From an optimization exercise on the open Yosys and OpenROAD flow, aimed at small area, a short achievable clock period and few clock cycles per item; shortcuts taken in it are not production practice.
Function was checked by simulation only, so behaviour that the tests miss may differ from the original.
Power figures rest on the tool's default switching activity, not on a simulated workload.

**config.mk**
```make
export PLATFORM = sky130hd
export DESIGN_NAME = range_scan_object_segmenter_core
export DESIGN_NICKNAME = range_scan_object_segmenter_core
export VERILOG_FILES = /design/flow/design.v
export SDC_FILE = /design/flow/constraint.sdc
export NUM_CORES = 4
export LEC_CHECK = 0
export ABC_AREA = 1
export CAP_MARGIN = 20
export CORE_MARGIN = 2
export CORE_UTILIZATION = 45
export SETUP_SLACK_MARGIN = 5
export SLEW_MARGIN = 20
export SYNTH_MEMORY_MAX_BITS = 8192
export TNS_END_PERCENT = 100
```
**constraint.sdc**
```tcl
create_clock -name core_clock -period 8.0 [get_ports {clock}]
set_input_delay 1.6000 -clock core_clock [delete_from_list [all_inputs] [get_ports {clock}]]
set_output_delay 1.6000 -clock core_clock [all_outputs]
set_load 0.01 [all_outputs]
```
**design.v**
```verilog
`default_nettype none
package rsos_pkg;
   localparam int RSOS_MAX_OBJECTS = 8;
   localparam int RSOS_SINE_BITS   = 16;
   localparam int RANGE_W = 16;
   localparam int ANGLE_W = 8;
   localparam int SUM_W   = 24;
   localparam int TALLY_W = 8;
   localparam int COUNT_W = 4;
   localparam int CHORD_W = 17;
   localparam int CSR_W   = 16;
   localparam int CSR_IDX_W = 2;
   localparam logic [CHORD_W-1:0] CHORD_MAX = '1;
   localparam logic [TALLY_W-1:0] TALLY_MAX = '1;
   localparam int SINE_LAST = 180;
   localparam logic [CSR_IDX_W-1:0] CSR_EDGE_THRESHOLD = 2'd0;
   localparam logic [CSR_IDX_W-1:0] CSR_MIN_WIDTH      = 2'd1;
   localparam logic [CSR_IDX_W-1:0] CSR_OBJECT_LIMIT   = 2'd2;
   typedef enum logic [1:0] {
      KIND_OBJECT   = 2'd0,
      KIND_SMALLEST = 2'd1,
      KIND_NONE     = 2'd2
   } kind_type;
   typedef enum logic [2:0] {
      ST_IDLE,
      ST_EVAL,
      ST_DIV,
      ST_MUL,
      ST_CHORD,
      ST_REC,
      ST_REP
   } state_type;
   typedef struct packed {
      logic capture;
      logic eval;
      logic mul;
      logic chord;
      logic load_rec;
      logic load_rep;
   } cmd_type;
   typedef struct packed {
      logic close_ok;
      logic scan_end;
      logic div_done;
      logic out_full;
   } status_type;
endpackage
`default_nettype wire
`default_nettype none
module rsos_sine_rom (
   input  wire logic [7:0]  k,
   output logic      [16:0] value
);
   always_comb begin
      case (k)
         8'd0: value = 17'd0;
         8'd1: value = 17'd572;
         8'd2: value = 17'd1144;
         8'd3: value = 17'd1716;
         8'd4: value = 17'd2287;
         8'd5: value = 17'd2859;
         8'd6: value = 17'd3430;
         8'd7: value = 17'd4001;
         8'd8: value = 17'd4572;
         8'd9: value = 17'd5142;
         8'd10: value = 17'd5712;
         8'd11: value = 17'd6281;
         8'd12: value = 17'd6850;
         8'd13: value = 17'd7419;
         8'd14: value = 17'd7987;
         8'd15: value = 17'd8554;
         8'd16: value = 17'd9121;
         8'd17: value = 17'd9687;
         8'd18: value = 17'd10252;
         8'd19: value = 17'd10817;
         8'd20: value = 17'd11380;
         8'd21: value = 17'd11943;
         8'd22: value = 17'd12505;
         8'd23: value = 17'd13066;
         8'd24: value = 17'd13626;
         8'd25: value = 17'd14185;
         8'd26: value = 17'd14742;
         8'd27: value = 17'd15299;
         8'd28: value = 17'd15855;
         8'd29: value = 17'd16409;
         8'd30: value = 17'd16962;
         8'd31: value = 17'd17514;
         8'd32: value = 17'd18064;
         8'd33: value = 17'd18613;
         8'd34: value = 17'd19161;
         8'd35: value = 17'd19707;
         8'd36: value = 17'd20252;
         8'd37: value = 17'd20795;
         8'd38: value = 17'd21336;
         8'd39: value = 17'd21876;
         8'd40: value = 17'd22415;
         8'd41: value = 17'd22951;
         8'd42: value = 17'd23486;
         8'd43: value = 17'd24019;
         8'd44: value = 17'd24550;
         8'd45: value = 17'd25080;
         8'd46: value = 17'd25607;
         8'd47: value = 17'd26132;
         8'd48: value = 17'd26656;
         8'd49: value = 17'd27177;
         8'd50: value = 17'd27697;
         8'd51: value = 17'd28214;
         8'd52: value = 17'd28729;
         8'd53: value = 17'd29242;
         8'd54: value = 17'd29753;
         8'd55: value = 17'd30261;
         8'd56: value = 17'd30767;
         8'd57: value = 17'd31271;
         8'd58: value = 17'd31772;
         8'd59: value = 17'd32271;
         8'd60: value = 17'd32768;
         8'd61: value = 17'd33262;
         8'd62: value = 17'd33754;
         8'd63: value = 17'd34242;
         8'd64: value = 17'd34729;
         8'd65: value = 17'd35212;
         8'd66: value = 17'd35693;
         8'd67: value = 17'd36172;
         8'd68: value = 17'd36647;
         8'd69: value = 17'd37120;
         8'd70: value = 17'd37590;
         8'd71: value = 17'd38057;
         8'd72: value = 17'd38521;
         8'd73: value = 17'd38982;
         8'd74: value = 17'd39441;
         8'd75: value = 17'd39896;
         8'd76: value = 17'd40348;
         8'd77: value = 17'd40797;
         8'd78: value = 17'd41243;
         8'd79: value = 17'd41686;
         8'd80: value = 17'd42126;
         8'd81: value = 17'd42562;
         8'd82: value = 17'd42995;
         8'd83: value = 17'd43425;
         8'd84: value = 17'd43852;
         8'd85: value = 17'd44275;
         8'd86: value = 17'd44695;
         8'd87: value = 17'd45112;
         8'd88: value = 17'd45525;
         8'd89: value = 17'd45935;
         8'd90: value = 17'd46341;
         8'd91: value = 17'd46744;
         8'd92: value = 17'd47143;
         8'd93: value = 17'd47538;
         8'd94: value = 17'd47930;
         8'd95: value = 17'd48318;
         8'd96: value = 17'd48703;
         8'd97: value = 17'd49084;
         8'd98: value = 17'd49461;
         8'd99: value = 17'd49834;
         8'd100: value = 17'd50203;
         8'd101: value = 17'd50569;
         8'd102: value = 17'd50931;
         8'd103: value = 17'd51289;
         8'd104: value = 17'd51643;
         8'd105: value = 17'd51993;
         8'd106: value = 17'd52339;
         8'd107: value = 17'd52682;
         8'd108: value = 17'd53020;
         8'd109: value = 17'd53354;
         8'd110: value = 17'd53684;
         8'd111: value = 17'd54010;
         8'd112: value = 17'd54332;
         8'd113: value = 17'd54650;
         8'd114: value = 17'd54963;
         8'd115: value = 17'd55273;
         8'd116: value = 17'd55578;
         8'd117: value = 17'd55879;
         8'd118: value = 17'd56175;
         8'd119: value = 17'd56468;
         8'd120: value = 17'd56756;
         8'd121: value = 17'd57040;
         8'd122: value = 17'd57319;
         8'd123: value = 17'd57594;
         8'd124: value = 17'd57865;
         8'd125: value = 17'd58131;
         8'd126: value = 17'd58393;
         8'd127: value = 17'd58650;
         8'd128: value = 17'd58903;
         8'd129: value = 17'd59152;
         8'd130: value = 17'd59396;
         8'd131: value = 17'd59635;
         8'd132: value = 17'd59870;
         8'd133: value = 17'd60100;
         8'd134: value = 17'd60326;
         8'd135: value = 17'd60547;
         8'd136: value = 17'd60764;
         8'd137: value = 17'd60976;
         8'd138: value = 17'd61183;
         8'd139: value = 17'd61386;
         8'd140: value = 17'd61584;
         8'd141: value = 17'd61777;
         8'd142: value = 17'd61966;
         8'd143: value = 17'd62149;
         8'd144: value = 17'd62328;
         8'd145: value = 17'd62503;
         8'd146: value = 17'd62672;
         8'd147: value = 17'd62837;
         8'd148: value = 17'd62997;
         8'd149: value = 17'd63152;
         8'd150: value = 17'd63303;
         8'd151: value = 17'd63449;
         8'd152: value = 17'd63589;
         8'd153: value = 17'd63725;
         8'd154: value = 17'd63856;
         8'd155: value = 17'd63983;
         8'd156: value = 17'd64104;
         8'd157: value = 17'd64220;
         8'd158: value = 17'd64332;
         8'd159: value = 17'd64439;
         8'd160: value = 17'd64540;
         8'd161: value = 17'd64637;
         8'd162: value = 17'd64729;
         8'd163: value = 17'd64816;
         8'd164: value = 17'd64898;
         8'd165: value = 17'd64975;
         8'd166: value = 17'd65048;
         8'd167: value = 17'd65115;
         8'd168: value = 17'd65177;
         8'd169: value = 17'd65234;
         8'd170: value = 17'd65287;
         8'd171: value = 17'd65334;
         8'd172: value = 17'd65376;
         8'd173: value = 17'd65414;
         8'd174: value = 17'd65446;
         8'd175: value = 17'd65474;
         8'd176: value = 17'd65496;
         8'd177: value = 17'd65514;
         8'd178: value = 17'd65526;
         8'd179: value = 17'd65534;
         8'd180: value = 17'd65536;
         8'd181: value = 17'd65534;
         8'd182: value = 17'd65526;
         8'd183: value = 17'd65514;
         8'd184: value = 17'd65496;
         8'd185: value = 17'd65474;
         8'd186: value = 17'd65446;
         8'd187: value = 17'd65414;
         8'd188: value = 17'd65376;
         8'd189: value = 17'd65334;
         8'd190: value = 17'd65287;
         8'd191: value = 17'd65234;
         8'd192: value = 17'd65177;
         8'd193: value = 17'd65115;
         8'd194: value = 17'd65048;
         8'd195: value = 17'd64975;
         8'd196: value = 17'd64898;
         8'd197: value = 17'd64816;
         8'd198: value = 17'd64729;
         8'd199: value = 17'd64637;
         8'd200: value = 17'd64540;
         8'd201: value = 17'd64439;
         8'd202: value = 17'd64332;
         8'd203: value = 17'd64220;
         8'd204: value = 17'd64104;
         8'd205: value = 17'd63983;
         8'd206: value = 17'd63856;
         8'd207: value = 17'd63725;
         8'd208: value = 17'd63589;
         8'd209: value = 17'd63449;
         8'd210: value = 17'd63303;
         8'd211: value = 17'd63152;
         8'd212: value = 17'd62997;
         8'd213: value = 17'd62837;
         8'd214: value = 17'd62672;
         8'd215: value = 17'd62503;
         8'd216: value = 17'd62328;
         8'd217: value = 17'd62149;
         8'd218: value = 17'd61966;
         8'd219: value = 17'd61777;
         8'd220: value = 17'd61584;
         8'd221: value = 17'd61386;
         8'd222: value = 17'd61183;
         8'd223: value = 17'd60976;
         8'd224: value = 17'd60764;
         8'd225: value = 17'd60547;
         8'd226: value = 17'd60326;
         8'd227: value = 17'd60100;
         8'd228: value = 17'd59870;
         8'd229: value = 17'd59635;
         8'd230: value = 17'd59396;
         8'd231: value = 17'd59152;
         8'd232: value = 17'd58903;
         8'd233: value = 17'd58650;
         8'd234: value = 17'd58393;
         8'd235: value = 17'd58131;
         8'd236: value = 17'd57865;
         8'd237: value = 17'd57594;
         8'd238: value = 17'd57319;
         8'd239: value = 17'd57040;
         8'd240: value = 17'd56756;
         8'd241: value = 17'd56468;
         8'd242: value = 17'd56175;
         8'd243: value = 17'd55879;
         8'd244: value = 17'd55578;
         8'd245: value = 17'd55273;
         8'd246: value = 17'd54963;
         8'd247: value = 17'd54650;
         8'd248: value = 17'd54332;
         8'd249: value = 17'd54010;
         8'd250: value = 17'd53684;
         8'd251: value = 17'd53354;
         8'd252: value = 17'd53020;
         8'd253: value = 17'd52682;
         8'd254: value = 17'd52339;
         8'd255: value = 17'd51993;
         default: value = 17'd0;
      endcase
   end
endmodule
`default_nettype wire
`default_nettype none
module range_scan_object_segmenter_core (
   input  wire logic        clock,
   input  wire logic        reset,
   input  wire logic        req_tvalid,
   output logic             req_tready,
   input  wire logic [23:0] req_tdata,    
   input  wire logic        req_tuser,    
   input  wire logic        req_tlast,    
   output logic             rsp_tvalid,
   input  wire logic        rsp_tready,
   output logic [71:0]      rsp_tdata,
   output logic [1:0]       rsp_tuser,    
   output logic             rsp_tlast,    
   input  wire logic        csr_we,
   input  wire logic [1:0]  csr_index,
   input  wire logic [15:0] csr_wdata
);
   logic [15:0] thr_q;
   logic [7:0]  minw_q;
   logic [3:0]  lim_q;
   logic        thr_new;      
   wire wr_thr = csr_we && (csr_index == 2'd0);
   always_ff @(posedge clock) begin
      if (reset) begin
         thr_q  <= 16'd40;
         minw_q <= 8'd4;
         lim_q  <= 4'd8;
      end else if (csr_we) begin
         case (csr_index)
            2'd0: thr_q  <= csr_wdata;
            2'd1: minw_q <= csr_wdata[7:0];
            2'd2: lim_q  <= csr_wdata[3:0];
            default: ;
         endcase
      end
      thr_new <= !reset && wr_thr;
   end
   logic        rdy_q;
   logic        s1v, s1_first, s1_edge;
   logic [15:0] rng;
   logic [7:0]  ang;
   logic        st, en;
   wire acc = req_tvalid && rdy_q;
   logic        primed_q, track_q;
   logic [7:0]  open_q;
   logic [8:0]  arc_q;        
   logic [15:0] pr_q;
   logic [23:0] sum_q;
   logic [7:0]  tal_q;
   logic [3:0]  found_q;
   logic        pend_q;       
   logic [3:0]  tcnt;         
   wire       primed_e = primed_q && !st;
   wire       track_e  = track_q && !st;
   wire [3:0] found_e  = st ? 4'd0 : found_q;
   logic [17:0] lo_q;
   logic [16:0] hi_q;
   wire drop_c = !lo_q[17] && ({1'b0, rng} <= lo_q[16:0]);
   wire rise_c = {1'b0, rng} > hi_q;
   wire [3:0] cap = (lim_q < 4'd8) ? lim_q : 4'd8;
   wire cok_c  = !arc_q[8] && (arc_q[7:0] >= minw_q) && (found_q < cap);
   logic drop_l, rise_l, cok_l;
   wire edge_ok = s1_edge && !(s1_first && thr_new);
   wire drop = edge_ok  ? drop_c : drop_l;
   wire rise = edge_ok  ? rise_c : rise_l;
   wire cok  = s1_first ? cok_c  : cok_l;
   wire go = s1v && !pend_q && !tcnt[3] && !(s1_first && thr_new);
   wire do_start = primed_e && !track_e && drop;
   wire do_end   = primed_e && track_e && rise;
   wire do_close = do_end && cok;
   wire do_add   = primed_e && track_e && !rise && (tal_q != 8'hff);
   always_ff @(posedge clock) begin
      if (edge_ok) begin
         drop_l <= drop_c;
         rise_l <= rise_c;
      end
      if (s1_first) cok_l <= cok_c;
   end
   always_ff @(posedge clock) begin
      if (reset) begin
         primed_q <= 1'b0;
         track_q  <= 1'b0;
         found_q  <= 4'd0;
      end else if (go) begin
         primed_q <= 1'b1;
         track_q  <= do_start || (track_e && !do_end);
         found_q  <= do_close ? found_q + 4'd1 : found_e;
      end
   end
   wire [15:0] pr_n = go ? rng : pr_q;
   always_ff @(posedge clock) begin
      lo_q <= {2'b00, pr_n} + {2'b11, ~thr_q};
      hi_q <= {1'b0, pr_n} + {1'b0, thr_q};
   end
   wire [8:0] arc_new = {1'b0, ang} - {1'b0, open_q};
   always_ff @(posedge clock) begin
      if (go) begin
         pr_q <= rng;
         if (do_start) begin
            open_q <= ang;
            arc_q  <= 9'd0;
            sum_q  <= {8'd0, rng};
            tal_q  <= 8'd1;
         end else begin
            if (!do_close) arc_q <= arc_new;
            if (do_add) begin
               sum_q <= sum_q + {8'd0, rng};
               tal_q <= tal_q + 8'd1;
            end
         end
      end
   end
   logic [1:0] tok_q [0:3];
   logic [1:0] wp_q, rp_q;
   wire push = go && (do_close || en);
   wire hb   = do_close || (found_e != 4'd0);
   wire [1:0] ptok = do_close ? {1'b0, en} : {1'b1, hb};
   wire [1:0] head = tok_q[rp_q];
   wire       head_obj = !head[1];
   logic        out_v;
   logic [1:0]  out_kind;
   logic        out_last;
   logic [3:0]  o_id;
   logic [7:0]  o_first, o_final, o_centre, o_arc;
   logic [15:0] o_mean;
   logic [16:0] o_chord;
   logic        u_busy, u_done;
   wire out_free = !out_v;
   wire head_rdy = tcnt[0] && (!head_obj || u_done);
   wire pop_any  = head_rdy && out_free;
   wire pop_obj  = pop_any && head_obj;
   wire pop      = pop_any && (head != 2'd1);
   logic [3:0]  u_cnt;
   logic [7:0]  u_r;
   logic [15:0] u_q;
   logic [7:0]  u_d;
   logic [9:0]  u_d3;         
   logic [7:0]  u_first, u_arc;
   logic [3:0]  u_id;
   logic [16:0] u_s;
   logic [33:0] u_a;
   wire u_free = !u_busy && (!u_done || (head_obj && tcnt[0] && !out_v));
   wire u_load = u_free && (pend_q || (go && do_close));
   wire pend_n = (pend_q || (go && do_close)) && !u_free;
   wire [9:0]  dx = {u_r, u_q[15:14]};
   wire [10:0] s1 = {1'b0, dx} - {3'b000, u_d};
   wire [10:0] s2 = {1'b0, dx} - {2'b00, u_d, 1'b0};
   wire [10:0] s3 = {1'b0, dx} - {1'b0, u_d3};
   wire [1:0]  dq = !s3[10] ? 2'd3 : !s2[10] ? 2'd2 : !s1[10] ? 2'd1 : 2'd0;
   wire [7:0]  r2 = !s3[10] ? s3[7:0] : !s2[10] ? s2[7:0] : !s1[10] ? s1[7:0] : dx[7:0];
   wire [33:0] hsum = u_a + ({32'd0, u_q[1:0]} * {17'd0, u_s});
   logic [16:0] sine;
   rsos_sine_rom u_sine (.k(u_arc), .value(sine));
   always_ff @(posedge clock) begin
      if (reset) begin
         u_busy <= 1'b0;
         u_done <= 1'b0;
         pend_q <= 1'b0;
      end else begin
         pend_q <= pend_n;
         if (u_load) begin
            u_busy <= 1'b1;
            u_done <= 1'b0;
         end else if (u_busy && u_cnt == 4'd8) begin
            u_busy <= 1'b0;
            u_done <= 1'b1;
         end else if (pop_obj) begin
            u_done <= 1'b0;
         end
      end
   end
   always_ff @(posedge clock) begin
      u_s <= sine;
      if (u_free) begin
         u_cnt   <= 4'd0;
         u_r     <= sum_q[23:16];
         u_q     <= sum_q[15:0];
         u_d     <= tal_q;
         u_d3    <= {2'b00, tal_q} + {1'b0, tal_q, 1'b0};
         u_first <= open_q;
         u_arc   <= arc_q[7:0];
         u_id    <= pend_q ? found_q : found_q + 4'd1;
         u_a     <= 34'd1;
      end else if (u_busy) begin
         u_cnt <= u_cnt + 4'd1;
         if (u_cnt != 4'd8) begin
            u_r <= r2;
            u_q <= {u_q[13:0], dq};
         end
         if (u_cnt != 4'd0) u_a <= {hsum[31:0], 2'b00};
      end
   end
   wire inc = push && !pop;
   wire dec = pop && !push;
   wire [3:0] tcnt_n = inc ? {tcnt[2:0], 1'b1} : dec ? {1'b0, tcnt[3:1]} : tcnt;
   always_ff @(posedge clock) begin
      if (reset) begin
         wp_q  <= 2'd0;
         rp_q  <= 2'd0;
         tcnt  <= 4'd0;
         rdy_q <= 1'b0;
         s1v   <= 1'b0;
      end else begin
         if (push) wp_q <= wp_q + 2'd1;
         if (pop) rp_q <= rp_q + 2'd1;
         tcnt <= tcnt_n;
         rdy_q <= !pend_n && !tcnt_n[3] && !wr_thr;
         s1v   <= (s1v && !go) || acc;
      end
   end
   always_ff @(posedge clock) begin
      if (!tcnt[3]) tok_q[wp_q] <= ptok;
      if (pop_any && !pop) tok_q[rp_q] <= 2'd3;
   end
   always_ff @(posedge clock) begin
      if (rdy_q) begin
         rng <= req_tdata[15:0];
         ang <= req_tdata[23:16];
         st  <= req_tuser;
         en  <= req_tlast;
      end
      s1_first <= acc;
      s1_edge  <= acc || (s1_first && thr_new);
   end
   logic [16:0] best_chord;
   logic [3:0]  best_id;
   logic [7:0]  best_centre;
   wire [7:0]  c_final  = u_first + u_arc;
   wire [7:0]  c_centre = u_first + {1'b0, u_arc[7:1]};
   wire [16:0] c_chord  = u_a[33:17];
   always_ff @(posedge clock) begin
      if (u_done && head_obj && tcnt[0] && (u_id == 4'd1 || c_chord < best_chord)) begin
         best_chord  <= c_chord;
         best_id     <= u_id;
         best_centre <= c_centre;
      end
   end
   always_ff @(posedge clock) begin
      if (reset) out_v <= 1'b0;
      else if (out_free) out_v <= head_rdy;
      else if (rsp_tready) out_v <= 1'b0;
   end
   always_ff @(posedge clock) begin
      if (out_free) begin
         if (head_obj) begin
            out_kind <= 2'd0;
            out_last <= !head[0];
            o_id     <= u_id;
            o_first  <= u_first;
            o_final  <= c_final;
            o_centre <= c_centre;
            o_arc    <= u_arc;
            o_mean   <= u_q;
            o_chord  <= c_chord;
         end else begin
            out_kind <= head[0] ? 2'd1 : 2'd2;
            out_last <= 1'b1;
            o_id     <= head[0] ? best_id : 4'd0;
            o_first  <= 8'd0;
            o_final  <= 8'd0;
            o_centre <= head[0] ? best_centre : 8'd0;
            o_arc    <= 8'd0;
            o_mean   <= 16'd0;
            o_chord  <= head[0] ? best_chord : 17'd0;
         end
      end
   end
   assign req_tready = rdy_q;
   assign rsp_tvalid = out_v;
   assign rsp_tdata  = {3'b000, o_chord, o_mean, o_arc, o_centre, o_final, o_first, o_id};
   assign rsp_tuser  = out_kind;
   assign rsp_tlast  = out_last;
endmodule
`default_nettype wire
```
**run.sh**
```bash
#!/bin/bash
# synth_recipe.tcl (not shown) runs the flow's synth.tcl, then flattens the netlist and writes it again
# the make line also repeats each setting of config.mk as NAME=value (left out here)
make -C /OpenROAD-flow-scripts/flow DESIGN_CONFIG=/design/flow/config.mk WORK_HOME=/design/flow/orfs CLKGATE_MAP_FILE= SYNTH_SCRIPT=/design/flow/synth_recipe.tcl finish
```
==> reports/metrics.cfg, run 1 <==
[run_status]
status=timing/DRC/antenna clean

[clock_network]
clkSinkCount=406
ctsRootBufferMaster=clkbuf_16
clk_latency_ns=0.61
clockBufferDepth=3
cts_tree=done
cts_buffers=47
clkTransAtPathRegs_ns=0.07
ctsHtreeMaxLevel=2

[critical_path]
end_kind=flop
max_stage_delay_ns=0.43
cp-start-kind=flop
crit_type=reg -> reg
cpLargestDelayFamily=buffers and inverters
required_ns=8.56
cpMaxStageDelayCell=buf_6
timing.rr.start=u_arc[3]$_DFFE_PP_
rrSetupSlack_ns=5.00
cp_max_fo=60
critPathArrivalTime_ns=3.57
cpMostUsedCell=nand2_1
ff2ff_path_depth=13
cp.buffers_inverters=5
r2r_end=u_s[0]$_DFF_P_
path_cells=buf_4, inv_1, buf_6, nand2_1, nand2_2, inv_1, o21ai_1, nand2_1, a21oi_1, o21ai_0, nand2_1, nand2_1, inv_1

[power]
ir_drop_uv=158
p_total_mw=6.53
leakage_nw=13.9
powerDensity_nw_per_um2=215

[floorplan]
die-area_um2=59700
initial_core_util_pct=45.3
core_area_um2=57400
row_count=88
ios=126
die_w_um=244
die_h_um=244

[yosys]
async_flop_share_pct=0
synth_edf_count=237
synth-seq-cells=406
yosysTopAreaCell=edfxtp_1
syn_avg_cell_area_um2=7.93
synth_compound_area_share_pct=16.2
synth.top_cell.area_share_pct=27.4
synth.distinct_cells=58
synthCells=3273
syn-cell-area_um2=26000
yosysSeqAreaShare_pct=40.4
yosys_warnings=2
netlist_top_cells_area=edfxtp_1, dfxtp_1, ha_1
synthTopCellsByCount=nand2_1, inv_1, o21ai_0
synth-simple-area-share_pct=19.1
synthMuxAreaShare_pct=0
synth_adder_area_share_pct=12.6
synth_most_common_cell=nand2_1
synthXorXnorAreaFrac_pct=2.97
ys_dominant_reg_cell=edfxtp_1
synth_top_family_by_area=simple AND/OR/NAND/NOR gates

[place]
hpwl_mm=66.5
gp_congestion=1.05
portBuffers=122

[global_routing]
grt_use_met2_pct=47.8
met3_usage_pct=5.98
grt_usage_pct=29.8
grt_busiest_layer=met2
grt_pass1_vias=23200
grt_pass1_wl_mm=137
antenna_found_initial=1
gr-total-overflow=0
grt_max_degree=74
grtUsageMet1_pct=39.4

[routing]
drcViolationCount=0
drtPass1Iterations=6
drtIter0Drc=2151
via_per_inst=5.65
ant_nets=0
routed-via-count=23800
totalWireLength_mm=90.4
wl_per_cell_um=21.5

[sta]
fin_skew_ns=0.0289
tightest_slew_ns=1.04
hold_viol=0
rsz0062_at_grt=true
setup_tns_ns=0
fin_crit_ns=3.00
setup_viol=0
fmax_mhz=333
finalMaxSlewViolations=0
hold-worst-slack_ns=0.450
period_share_pct=37.5
relSlewSlack_pct=30.5

[hold_path]
worst_hold_path_type=reg -> reg
min_to=u_first[2]$_DFFE_PP_
whs_path_depth=0
worstHoldStart=open_q[2]$_DFFE_PP_

[final_layout]
fin_nets=3703
syn_to_final_growth_pct=16.8
drive_above_1_share_pct=8.56
seqCellArea_um2=10500
multi_input_comb_area_um2=13800
final_core_util_pct=52.9
fillers=5436

[run]
drv_cap=0

-- final cells by class --
class | instances | share of cell area (%)
multi-input cells | 2283 | 45.4
flip-flops and latches | 406 | 34.6
inverters | 479 | 6.05
repair buffers | 191 | 5.86
clock buffers | 59 | 4.09
well taps | 765 | 3.15
clock inverters | 29 | 0.849
diodes | 1 | 0.00825
-- through the flow --
stage / setup WS [ns] / instances / cell area (um2)
CTS: 4.99 / 4190 / 29700
global route: 4.93 / 4212 / 30300
finish: 5.00 / 4213 / 30300
global placement: 4.27 / 4084 / 27900
detailed placement: 4.15 / 4084 / 27900
floorplan: 4.99 / 3275 / 26000
-- per-layer routing --
metal	up-vias	routed length [um]
met5	-	0
met4	0	3980
met3	254	6930
met2	963	40900
met1	11300	38600
li1	11300	-
-- what timing repair did --
action,CTS,global route
setup buffers,17,21
gates resized for setup,153,129
gates cloned,1,1
hold buffers,0,0
pin swaps,6,26
setup endpoints to repair,270,161
-- cells by family after synthesis --
family / Yosys count
other: 1
AND/OR/NAND/NOR: 1210
flip-flops: 406
buffers and inverters: 586
AO/OA/AOI/OAI: 736
XOR/XNOR: 88
adder cells (fa/ha/maj): 246
-- worst register-to-register path: stages (launching register included) --
cell and delay [ns]:
edfxtp_1 0.37, buf_4 0.25, inv_1 0.13, buf_6 0.43
nand2_1 0.38, nand2_2 0.32, inv_1 0.21, o21ai_1 0.35
nand2_1 0.10, a21oi_1 0.16, o21ai_0 0.10, nand2_1 0.07
nand2_1 0.05, inv_1 0.05
-- how the worst max path moves through the flow --
stage,startpoint,endpoint,slack (ns),depth (start not counted)
finish,u_arc[3]$_DFFE_PP_,u_s[0]$_DFF_P_,5.00,13
global route,u_q[0]$_DFFE_PP_,u_a[27]$_SDFFE_PP0P_,4.93,17
detailed placement,pend_q$_SDFF_PP0_,lo_q[12]$_DFF_P_,4.15,15
floorplan,rng[4]$_DFFE_PP_,sum_q[0]$_DFFE_PP_,4.99,12
CTS,u_q[0]$_DFFE_PP_,u_a[32]$_SDFFE_PP0P_,4.99,16
global placement,pend_q$_SDFF_PP0_,lo_q[12]$_DFF_P_,4.27,15
-- registers in the layout (all words and copies together), names as in the netlist, 17 cells and up, named ones only --
name	cells
u_a	33
sum_q	24
o_chord	17
best_chord	17
u_s	17
lo_q	18
hi_q	17
-- report_power, final --
group,internal [mW],total [mW],switching [mW]
Combinational,0.617,1.75,1.13
Clock,1.20,2.12,0.916
Sequential,2.54,2.66,0.121
-- layout by cell type (no fill, tap or decap), types with 24 or more instances in the layout --
| cell | netlist | final |
|---|---|---|
| xor2_1 | 64 | 64 |
| dlygate4sd2_1 | 0 | 71 |
| ha_1 | 220 | 199 |
| o21ai_0 | 286 | 253 |
| edfxtp_1 | 237 | 237 |
| nand2_1 | 690 | 670 |
| o211ai_1 | 27 | 27 |
| o21ai_1 | 2 | 25 |
| a21oi_1 | 249 | 229 |
| fa_1 | 26 | 25 |
| nand4_1 | 32 | 32 |
| clkbuf_16 | 0 | 48 |
| nor3_1 | 30 | 27 |
| buf_4 | 4 | 52 |
| nor2_1 | 263 | 246 |
| a31oi_1 | 31 | 30 |
| o22ai_1 | 25 | 25 |
| xnor2_1 | 24 | 24 |
| nand3_1 | 163 | 157 |
| clkdlybuf4s50_1 | 0 | 48 |
| inv_1 | 470 | 458 |
| dfxtp_1 | 169 | 167 |
Testbench counts, summed over its fixed seeds: cycles 26,174, words 24,000.
==> inputs of run 2 (changes only) <==
--- a/config.mk
+++ b/config.mk
@@ -9,5 +9,5 @@
 export CAP_MARGIN = 20
 export CORE_MARGIN = 2
-export CORE_UTILIZATION = 45
+export CORE_UTILIZATION = 35
 export SETUP_SLACK_MARGIN = 5
 export SLEW_MARGIN = 20
==> reports/metrics.cfg, run 2 <==
[final_layout]
drive_above_1_share_pct=8.60
top_regs=u_a x33, sum_q x24, lo_q x18
largest_reg_flops=33
fillers=7362
fin_nets=3710
final_common_cell=nand2_1
final_cell_mix=nand2_1, inv_1, o21ai_0
largest-register=u_a
finalInstanceArea_um2=30800
syn_to_final_growth_pct=18.5

[clock_network]
ctsRootBufferMaster=clkbuf_16
clkSinkCount=406
cts_tree=done
ctsHoldBuffers=0
clockBufferDepth=3
ctsHtreeMaxLevel=2
clkTransAtPathRegs_ns=0.06
cts_buffers=49
clk_latency_ns=0.62

[critical_path]
required_ns=8.47
cpLargestDelayFamily=compound AO/OA/AOI/OAI gates
rrSetupSlack_ns=5.03
cp.buffers_inverters=2
critPathArrivalTime_ns=3.44
end_kind=flop
r2r_end=u_s[2]$_DFF_P_
cpMaxStageDelayCell=o21ai_0
crit_start=u_arc[1]$_DFFE_PP_
timing.rr.start=u_arc[1]$_DFFE_PP_
ff2ff_path_depth=11
path_cells=buf_4, clkinvlp_4, ha_1, nand2_1, nand2_1, o21ai_0, nand3_1, nand3_1, a21oi_1, a31oi_1, a31oi_1
crit_type=reg -> reg
crit_end=u_s[2]$_DFF_P_
cp-start-kind=flop
max_stage_delay_ns=0.42
cp_max_fo=16
cp.depth=11

[sta]
finalMaxSlewViolations=0
tightest_slew_ns=1.15
fin_skew_ns=0.0448
hold-worst-slack_ns=0.454
relSlewSlack_pct=23.3
hold_viol=0
fin_crit_ns=2.97
fin_ws_ns=5.03
rsz0062_at_grt=true
fmax_mhz=336
setup_viol=0
period_share_pct=37.2
setup_tns_ns=0

[routing]
drtPass1Iterations=8
totalWireLength_mm=87.7
drtIter0Drc=1921
via_per_inst=5.29
drcViolationCount=0
ant_nets=0
routed-via-count=23300
wl_per_cell_um=19.9

[yosys]
synth.distinct_cells=58
synthCells=3273
synthTopCellsByCount=nand2_1, inv_1, o21ai_0
syn-cell-area_um2=26000
syn_avg_cell_area_um2=7.93
synth.top_cell.area_share_pct=27.4
netlist_top_cells_area=edfxtp_1, dfxtp_1, ha_1
synth_edf_count=237
synth_most_common_cell=nand2_1
yosys_warnings=2
synth-seq-cells=406
yosysTopAreaCell=edfxtp_1
async_flop_share_pct=0
yosysSeqAreaShare_pct=40.4
ys_dominant_reg_cell=edfxtp_1

[hold_path]
worst_hold_path_type=reg -> reg

[run_status]
status=timing/DRC/antenna clean

[place]
portBuffers=122
hpwl_mm=62.8
gp_congestion=1.06
placed_cell_area_um2=28200
dp_slack_ns=4.13

[power]
powerDensity_nw_per_um2=213
leakage_nw=13.9
ir_drop_uv=193

[global_routing]
grt_pass1_vias=23000
antenna_found_initial=2
grt_max_degree=88
grtUsageMet1_pct=28.8
grt_use_met2_pct=36.1
grt_pass1_wl_mm=134
gr-total-overflow=0
grt_usage_pct=22.4
met3_usage_pct=4.92
grt_busiest_layer=met2

[floorplan]
core_area_um2=73200
die-area_um2=76400
die_h_um=276
initial_core_util_pct=35.5
die_w_um=276
ios=126
row_count=99

[run]
drv_cap=0

[run 2: changes by cell type in the layout (fill, tap and decap cells not counted), sizes merged]
cell           previous run  this run
buf                      68        72
clkbuf                   61        64
clkinvlp                  8         5
inv                     472       474
a21oi                   249       250
clkdlybuf4s15             1         2
[run 2: worst min-delay path by stage]
stage,startpoint,to,slack [ns],cells after the start
floorplan,cok_l$_DFF_P_,cok_l$_DFF_P_,0.42,2
global placement,open_q[2]$_DFFE_PP_,u_first[2]$_DFFE_PP_,0.43,0
detailed placement,open_q[2]$_DFFE_PP_,u_first[2]$_DFFE_PP_,0.44,0
CTS,u_id[3]$_DFFE_PP_,best_id[3]$_DFFE_PP_,0.46,0
global route,ang[4]$_DFFE_PP_,open_q[4]$_DFFE_PP_,0.47,0
finish,ang[5]$_DFFE_PP_,open_q[5]$_DFFE_PP_,0.45,0
[run 2: metal layers]
metal / vias to the layer above / wire length [um] / part of all wire [%]
met3: 240 / 7120 / 8.1
met2: 977 / 39400 / 45
met4: 2 / 4080 / 4.7
li1: 11300 / - / -
met5: - / 23 / 0.026
met1: 10800 / 37000 / 42
[run 2: where the power goes]
part / switching, mW / total [mW] / internal, mW
sequential: 0.112 / 2.65 / 2.54
combinational: 1.10 / 1.71 / 0.607
clock: 0.945 / 2.19 / 1.25
[run 2: metrics by stage]
step | util (%) | std cells | power [mW]
floorplan | - | 3275 | 3.66
global placement | 38.5 | 4274 | 4.37
detailed placement | 38.5 | 4274 | 4.37
CTS | 41.0 | 4389 | 6.51
global route | 42.0 | 4414 | 6.88
finish | 42.0 | 4415 | 6.55
[run 2: layout make-up]
cell class,instances,area (um2),area share (%)
flip-flops and latches,406,10500,34.1
repair buffers,195,1850,6.02
well taps,959,1200,3.90
clock buffers,63,1290,4.19
diodes,1,2.50,0.00813
inverters,479,1820,5.92
clock inverters,28,274,0.891
multi-input cells,2284,13800,44.9
[run 2: logic make-up (layout without fill, tap and decap cells)]
family / Yosys count / in the layout / synth area share (%)
other: 1 / 4 / 0.0144
adders and majority gates: 246 / 246 / 12.6
buffers and inverters: 586 / 765 / 8.68
DFF: 406 / 406 / 40.4
AOI/OAI and AO/OA: 736 / 737 / 16.2
and+or+nand+nor: 1210 / 1210 / 19.1
xor gates and xnor gates: 88 / 88 / 2.97
[run 2: repair_timing]
item,in CTS,in global routing
resized for setup,140,146
pin swaps,6,33
gates cloned,2,2
buffers inserted,22,23
endpoints found under the setup margin,287,159
==> inputs of run 3 (changes only) <==
--- a/design.v
+++ b/design.v
@@ -443,5 +443,5 @@
    logic [16:0] o_chord;
    logic        u_busy, u_done;
-   wire out_free = !out_v;
+   wire out_free = !out_v || rsp_tready;
    wire head_rdy = tcnt[0] && (!head_obj || u_done);
    wire pop_any  = head_rdy && out_free;
@@ -556,5 +556,4 @@
       if (reset) out_v <= 1'b0;
       else if (out_free) out_v <= head_rdy;
-      else if (rsp_tready) out_v <= 1'b0;
    end
    always_ff @(posedge clock) begin
--- a/config.mk
+++ b/config.mk
@@ -9,5 +9,5 @@
 export CAP_MARGIN = 20
 export CORE_MARGIN = 2
-export CORE_UTILIZATION = 35
+export CORE_UTILIZATION = 40
 export SETUP_SLACK_MARGIN = 5
 export SLEW_MARGIN = 20
==> reports/metrics.cfg, run 3 <==
[run_status]
status=timing/DRC/antenna clean

[critical_path]
cp_max_fo=33
r2r_end=u_s[6]$_DFF_P_
critPathArrivalTime_ns=3.62
rrSetupSlack_ns=4.92
crit_start=u_arc[3]$_DFFE_PP_
cp-start-kind=flop
required_ns=8.54
end_kind=flop
ff2ff_path_depth=9
timing.rr.start=u_arc[3]$_DFFE_PP_
crit_type=reg -> reg

[hold_path]
min_to=u_first[2]$_DFFE_PP_
worstHoldStart=open_q[2]$_DFFE_PP_
whs_path_depth=0
worst_hold_path_type=reg -> reg

[power]
p_clk_share_pct=33.3
p_total_mw=6.47
leakage_nw=14.0
power_frac_comb_pct=26.2
p_int_mw=4.38
ir_drop_uv=171
p_switching_mw=2.09
seqPwrFrac_pct=40.5
powerDensity_nw_per_um2=210
p_sw_share_pct=32.3

[yosys]
syn-cell-area_um2=25800
synth.top_cell.area_share_pct=27.6
synthMuxAreaShare_pct=0
synth-simple-area-share_pct=18.1
netlist_top_cells_area=edfxtp_1, dfxtp_1, ha_1
synth_adder_area_share_pct=12.7
synthTopCellsByCount=nand2_1, inv_1, o21ai_0
synth_compound_area_share_pct=16.6
syn_avg_cell_area_um2=8.01
synthXorXnorAreaFrac_pct=2.96
synthCells=3216
async_flop_share_pct=0
synth_most_common_cell=nand2_1
yosys_warnings=2
synth_edf_count=237
synth_top_family_by_area=simple AND/OR/NAND/NOR gates
ys_dominant_reg_cell=edfxtp_1
yosysSeqAreaShare_pct=40.8
yosysTopAreaCell=edfxtp_1
synth.distinct_cells=57
synth-seq-cells=406

[clock_network]
clkTransAtPathRegs_ns=0.06
ctsRootBufferMaster=clkbuf_16
cts_buffers=47
clkSinkCount=406
ctsHtreeMaxLevel=2
clockBufferDepth=3
ctsHoldBuffers=0
cts_tree=done
clk_latency_ns=0.61

[routing]
drtPass1Iterations=6
drcViolationCount=0
totalWireLength_mm=84.7
drtIter0Drc=2151
ant_nets=0
via_per_inst=5.40
wl_per_cell_um=19.8
routed-via-count=23100

[final_layout]
drive_above_1_share_pct=10.1
largest-register=u_a
fillers=6241
syn_to_final_growth_pct=19.8
final_cell_mix=nand2_1, inv_1, o21ai_0
final_core_util_pct=48.2
final_common_cell=nand2_1
top_regs=u_a x33, sum_q x24, lo_q x18
largest_reg_flops=33
num_antenna_cells=0
fin_nets=3676

[sta]
period_share_pct=38.5
tightest_slew_ns=1.07
setup_tns_ns=0
finalMaxSlewViolations=0
rsz0062_at_grt=true
relSlewSlack_pct=28.7
fin_crit_ns=3.08
setup_viol=0
fmax_mhz=324
fin_skew_ns=0.0252
hold_viol=0

[floorplan]
initial_core_util_pct=40.2
ios=126
die-area_um2=66500
core_area_um2=64100
row_count=93
die_h_um=258
die_w_um=258

[global_routing]
grt_pass1_vias=22100
gr-total-overflow=0
antenna_found_initial=1
grt_usage_pct=24.7
grt_max_degree=73
grt_pass1_wl_mm=128

[run]
drv_cap=0

[place]
hpwl_mm=60.9
portBuffers=122
gp_congestion=1.05

## run 3: changes by cell type after synthesis, moves of 6 or more
cell      change
nor3_1       -10
a21oi_1      +17
o21ai_0       -6
o21ai_1       +6
nand2_1      -54
clkbuf_1      -9
xnor2_1       -6
nand3_1      -13
## run 3: what timing repair did
item	in CTS	in global routing
endpoints found under the setup margin	294	126
gates resized for setup	161	178
buffers inserted	16	43
cloned	3	2
pin swaps	9	49
## run 3: through the flow
stage	setup WS, ns	cell area [um2]	cells	hold WS [ns]
3_3_place_gp	4.03	27900	4122	0.432
5_1_grt	4.76	30900	4275	0.476
6_report	4.92	30900	4275	0.449
3_5_place_dp	3.88	27900	4123	0.437
4_1_cts	4.89	29800	4230	0.452
2_1_floorplan	4.86	25800	3218	0.422
## run 3: logic make-up (layout without fill, tap and decap cells)
group           count (synthesis)  in the layout
simple gates                 1136           1136
xor+xnor                       87             87
flops                         406            406
compound gates                753            754
other cells                     1              3
buf+inv                       587            788
fa+ha+maj                     246            246
## run 3: power groups by stage
| stage | logic (mW) | clock network, mW | registers, mW |
|---|---|---|---|
| 2_1_floorplan | 0.901 | 0 | 2.69 |
| 3_3_place_gp | 1.57 | 0 | 2.67 |
| 3_5_place_dp | 1.57 | 0 | 2.67 |
| 4_1_cts | 1.56 | 2.21 | 2.62 |
| 5_1_grt | 1.87 | 2.28 | 2.65 |
| 6_report | 1.69 | 2.15 | 2.62 |
## run 3: cell type report
class	instances	area, um2	share of cell area, %
multi-input combinational	2226	13800	44.6
sequential	406	10500	34.1
timing repair buffer	216	2120	6.87
inverter	484	1860	6.02
clock buffer	74	1410	4.57
tap	855	1070	3.47
clock inverter	14	134	0.434
## run 3: how the worst max path moves through the flow
stage / to / slack (ns) / cells after the start
floorplan: o_arc[0]$_SDFFCE_PP0N_ / 4.86 / 2
global placement: u_q[3]$_DFFE_PP_ / 4.03 / 12
finish: u_s[6]$_DFF_P_ / 4.92 / 9
global route: u_a[30]$_SDFFE_PP0P_ / 4.76 / 15
CTS: u_a[30]$_SDFFE_PP0P_ / 4.89 / 15
detailed placement: u_q[4]$_DFFE_PP_ / 3.88 / 12
## run 3: critical path, cell delays in order (launching register included)
cell and delay, ns:
edfxtp_1 0.51, buf_4 0.33, nor2_2 0.42, buf_4 0.29, clkinvlp_4 0.40, o22ai_1 0.45, o21ai_0 0.27, nand4_1 0.21
nand2_1 0.07, inv_1 0.05
## run 3: layer usage
metal / global-route usage [%] / wire length, um / vias up
li1: - / - / 11200
met1: 33.8 / 37000 / 10800
met2: 38.9 / 37800 / 912
met3: 4.78 / 6870 / 219
met4: 8.70 / 3010 / 0
met5: 0 / 0 / -
Testbench counts of run 3, summed over its fixed seeds: cycles 26,163, words 24,000.

==> separate check: timing with driven ports <==
The flow's constraints put no driver on any port. The routed layouts listed below were extracted and timed again, unchanged, in two steps. Step 1: set_driving_cell puts a clkbuf_16 on clock and a buf_2 on each other input, an assumption about the parent block. Step 2 moves the port delays by t, midway between the first and last clock arrival at a register: inputs arrive t later, outputs are due t later. That takes back most of the time a late clock gives input paths. Three values: ideal ports, drivers, drivers and shift; two values: the first two.
run	t, ns	setup slack, ns	worst setup path at the end	latest minus earliest clock arrival (ns)
run 1	0.659	4.996 / 4.975 / 4.541	input to register	0.035 / 0.035
run 2	0.665	5.026 / 4.986 / 4.460	input to register	0.045 / 0.045
run 3	0.657	4.917 / 4.917 / 4.501	input to register	0.027 / 0.028
After both steps setup and hold are still met in every run listed. For run 2, which loses most, drivers alone change the setup slack by -0.040 ns; drivers and shift together by -0.566 ns.
